Background: an optimization exercise with open tools, aiming at small area, a short achievable clock period and few clock cycles. Do not read the settings as production practice. RTL that was checked went through simulation tests only; none was proved equivalent to the original.

v12:
// rgb_led_fade_blink_driver_core
module rgb_led_fade_blink_driver_core (
  input  logic        clk,
  input  logic        rst_n,
  input  logic        cfg_we,
  input  logic        cfg_wdata,    
  input  logic        in_tvalid,
  output logic        in_tready,
  input  logic [71:0] in_tdata,
  input  logic [2:0]  in_tuser,     
  output logic        out_tvalid,
  input  logic        out_tready,
  output logic [23:0] out_tdata,    
  output logic [1:0]  out_tuser     
);
Size in the first run: roughly 110 I/O pins, about 20000 um2 of cells after synthesis.
clock: 7.0 ns
lec_check: 0
abc_area: 1
cap_margin: 20
core_margin: 2
core_utilization: 40
setup_slack_margin: 3.5
slew_margin: 20
run.sh (not shown) runs the stock make flow with config.mk's settings and CLKGATE_MAP_FILE= SYNTH_SCRIPT=/design/flow/synth_recipe.tcl, a recipe that flattens the netlist after the stock synthesis.
## Diff of input files: v15 against v12
--- a/flow/design.v
+++ b/flow/design.v
@@ -176,64 +176,61 @@
   logic [23:0] lane_x;
   logic [23:0] lane_h;
   for (genvar c = 0; c < 3; c++) begin : g_lane
     rlfb_lane u_lane (
       .eng   (ln_busy_r),
       .ins   (in_busy_r),
       .bit_i (bit_r),
       .y     (base_r[8*c +: 8]),
       .cbit  (base_r[8*c+7]),
-      .p     (rem_r[6:0]),
+      .p     (total_r[6:0]),
       .e     (e_r[8*c +: 8]),
       .lo    (lo_r[8*c +: 8]),
       .hi    (hi_r[8*c +: 8]),
       .d     (data_r[8*c +: 8]),
       .x     (lane_x[8*c +: 8]),
       .h     (lane_h[8*c +: 8])
     );
   end
   logic out_free;
   logic take;
   logic in_done;
   logic c_tick, c_nop, c_set, c_int, c_blink, c_fade, c_fin, c_off;
   logic st_any, st_fade, st_bon;
-  logic go_idle, go_busy;
   logic ev_tick, ev_fstep, ev_bon, ev_end, ev_rej;
   logic ev_set, ev_int, ev_blink, ev_fade, ev_off;
   always_comb begin
     c_tick  = (in_tuser == rlfb_pkg::CMD_TICK);
     c_nop   = (in_tuser == rlfb_pkg::CMD_NOP);
     c_set   = (in_tuser == rlfb_pkg::CMD_SET);
     c_int   = (in_tuser == rlfb_pkg::CMD_INTENSITY);
     c_blink = (in_tuser == rlfb_pkg::CMD_BLINK);
     c_fade  = (in_tuser[2:1] == 2'b10);
     c_fin   = !in_tuser[0];
     c_off   = (in_tuser == rlfb_pkg::CMD_OFF);
     st_any  = busy_r && acc_hit;
     st_fade = st_any && fade_r;
     st_bon  = st_any && !fade_r && sub_r;
     out_free  = !ov_r || out_tready;
     in_tready = out_free && !in_busy_r && !(setup && st_fade);
     take      = in_tvalid && in_tready;
     in_done   = in_busy_r && (cnt_r == 3'd7) && out_free;
-    go_idle  = in_tvalid && out_free && !busy_r && !in_busy_r;
-    go_busy  = in_tvalid && out_free && busy_r && !(setup && st_fade);
-    ev_tick  = go_busy && c_tick;
-    ev_fstep = in_tvalid && out_free && c_tick && st_fade && !setup;
-    ev_bon   = in_tvalid && out_free && c_tick && st_bon;
-    ev_end   = go_busy && c_tick && st_any &&
+    ev_tick  = take && c_tick && busy_r;
+    ev_fstep = take && c_tick && st_fade;
+    ev_bon   = take && c_tick && st_bon;
+    ev_end   = take && c_tick && st_any &&
                (fade_r ? last_step : (!sub_r || dur_r_zero));
-    ev_rej   = go_busy && !c_tick && !c_nop;
-    ev_set   = go_idle && c_set;
-    ev_int   = go_idle && c_int;
-    ev_blink = go_idle && c_blink;
-    ev_fade  = go_idle && c_fade;
-    ev_off   = go_idle && c_off;
+    ev_rej   = take && busy_r && !c_tick && !c_nop;
+    ev_set   = take && !busy_r && c_set;
+    ev_int   = take && !busy_r && c_int;
+    ev_blink = take && !busy_r && c_blink;
+    ev_fade  = take && !busy_r && c_fade;
+    ev_off   = take && !busy_r && c_off;
   end
   logic [8:0] xr_new;
   always_comb begin
     if (ln_busy_r && !dv_busy_r) begin
       xr_new = sub_r ? d1_set : d0_set;
     end else if (ev_fstep) begin
       xr_new = xr_nxt;
     end else begin
       xr_new = xr_r;
@@ -269,34 +266,34 @@
       acc_r <= in_dur;
     end
     if (ev_blink || ev_fade) begin
       dur_r <= in_dur;
     end
     if (ev_blink) begin
       total_r <= 8'd1;
     end else if (ev_fade) begin
       total_r <= steps_c;
+    end else if (ev_int) begin
+      total_r <= {1'b0, pct_c};
     end
     if (ev_fade) begin
       left_r <= steps_c;
     end else if (ev_fstep) begin
       left_r <= left_r - 8'd1;
     end
     xr_r  <= xr_new;
     if (ln_busy_r && !dv_busy_r) begin
       d0_r <= d0_set;
       d1_r <= d1_set;
     end
     bit_r <= dv_busy_r ? qbit : (sub_r ? !xr_new[8] : xr_new[8]);
     if (ev_fade) begin
       rem_r <= steps_fill;
-    end else if (ev_int) begin
-      rem_r <= {1'b0, pct_c};
     end else if (dv_busy_r) begin
       rem_r <= rem_nxt;
     end
     if (ev_fade || ev_int) begin
       cnt_r <= ev_fade ? steps_msb : 3'd0;
     end else if (dv_busy_r || (in_busy_r && (cnt_r != 3'd7 || out_free))) begin
       cnt_r <= cnt_r + 3'd1;
     end
     if (ev_fade || ev_int) begin
--- outcome ---
- Between v12 and v15, the sequential share of layout area figures differ only marginally.
- Of v15 and v12, the run reporting the higher time the worst path needs with I/O delays and setup was v12.
- v15 vs. v12: number of setup buffers added after CTS saw a decrease, fraction of the yosys area taken by sequential cells saw a decrease, cell depth of the worst setup path saw a decrease, area after synthesis saw an increase, area overhead of the layout relative to synthesis saw a decrease.
- There was hardly any difference in final cell area excluding filler cells between v15 and v12.
- input pin to primary output as the critical path start-end classification was reported by v15, and flip-flop to primary output by v12.
Testbench counts of v15, summed over its fixed seeds: cycles 31,785.
No functional check of the RTL was part of v12.

## re-timing with driven ports
In the flow no input, the clock included, has a driving cell. The finished layouts below were timed again as built, in two steps.
Step 1 (the two cells are an assumption about what drives the block):
set clk [get_ports {clk}]
set_driving_cell -lib_cell sky130_fd_sc_hd__clkbuf_16 $clk
set_driving_cell -lib_cell sky130_fd_sc_hd__buf_2 [delete_from_list [all_inputs] $clk]
Step 2, shift: input delay + t, output delay - t, t = (earliest + latest rising clock arrival at the registers) / 2. This alone moves slack from input paths to output paths.
Slacks: no drivers / after step 1 / after step 2; pairs: no drivers / after step 1.
run | t, ns | setup WS [ns] | worst setup path after step 2 | slew at the worst register clock pin (ns)
v12 | 0.605 | 3.338 / 3.288 / 2.925 | input to register | 0.06 / 0.06
v15 | 0.631 | 3.390 / 3.347 / 2.861 | input to register | 0.07 / 0.07
After both steps every run listed still meets setup and hold. For v15, which loses most, drivers alone change the setup slack by -0.043 ns; drivers and shift together by -0.529 ns.
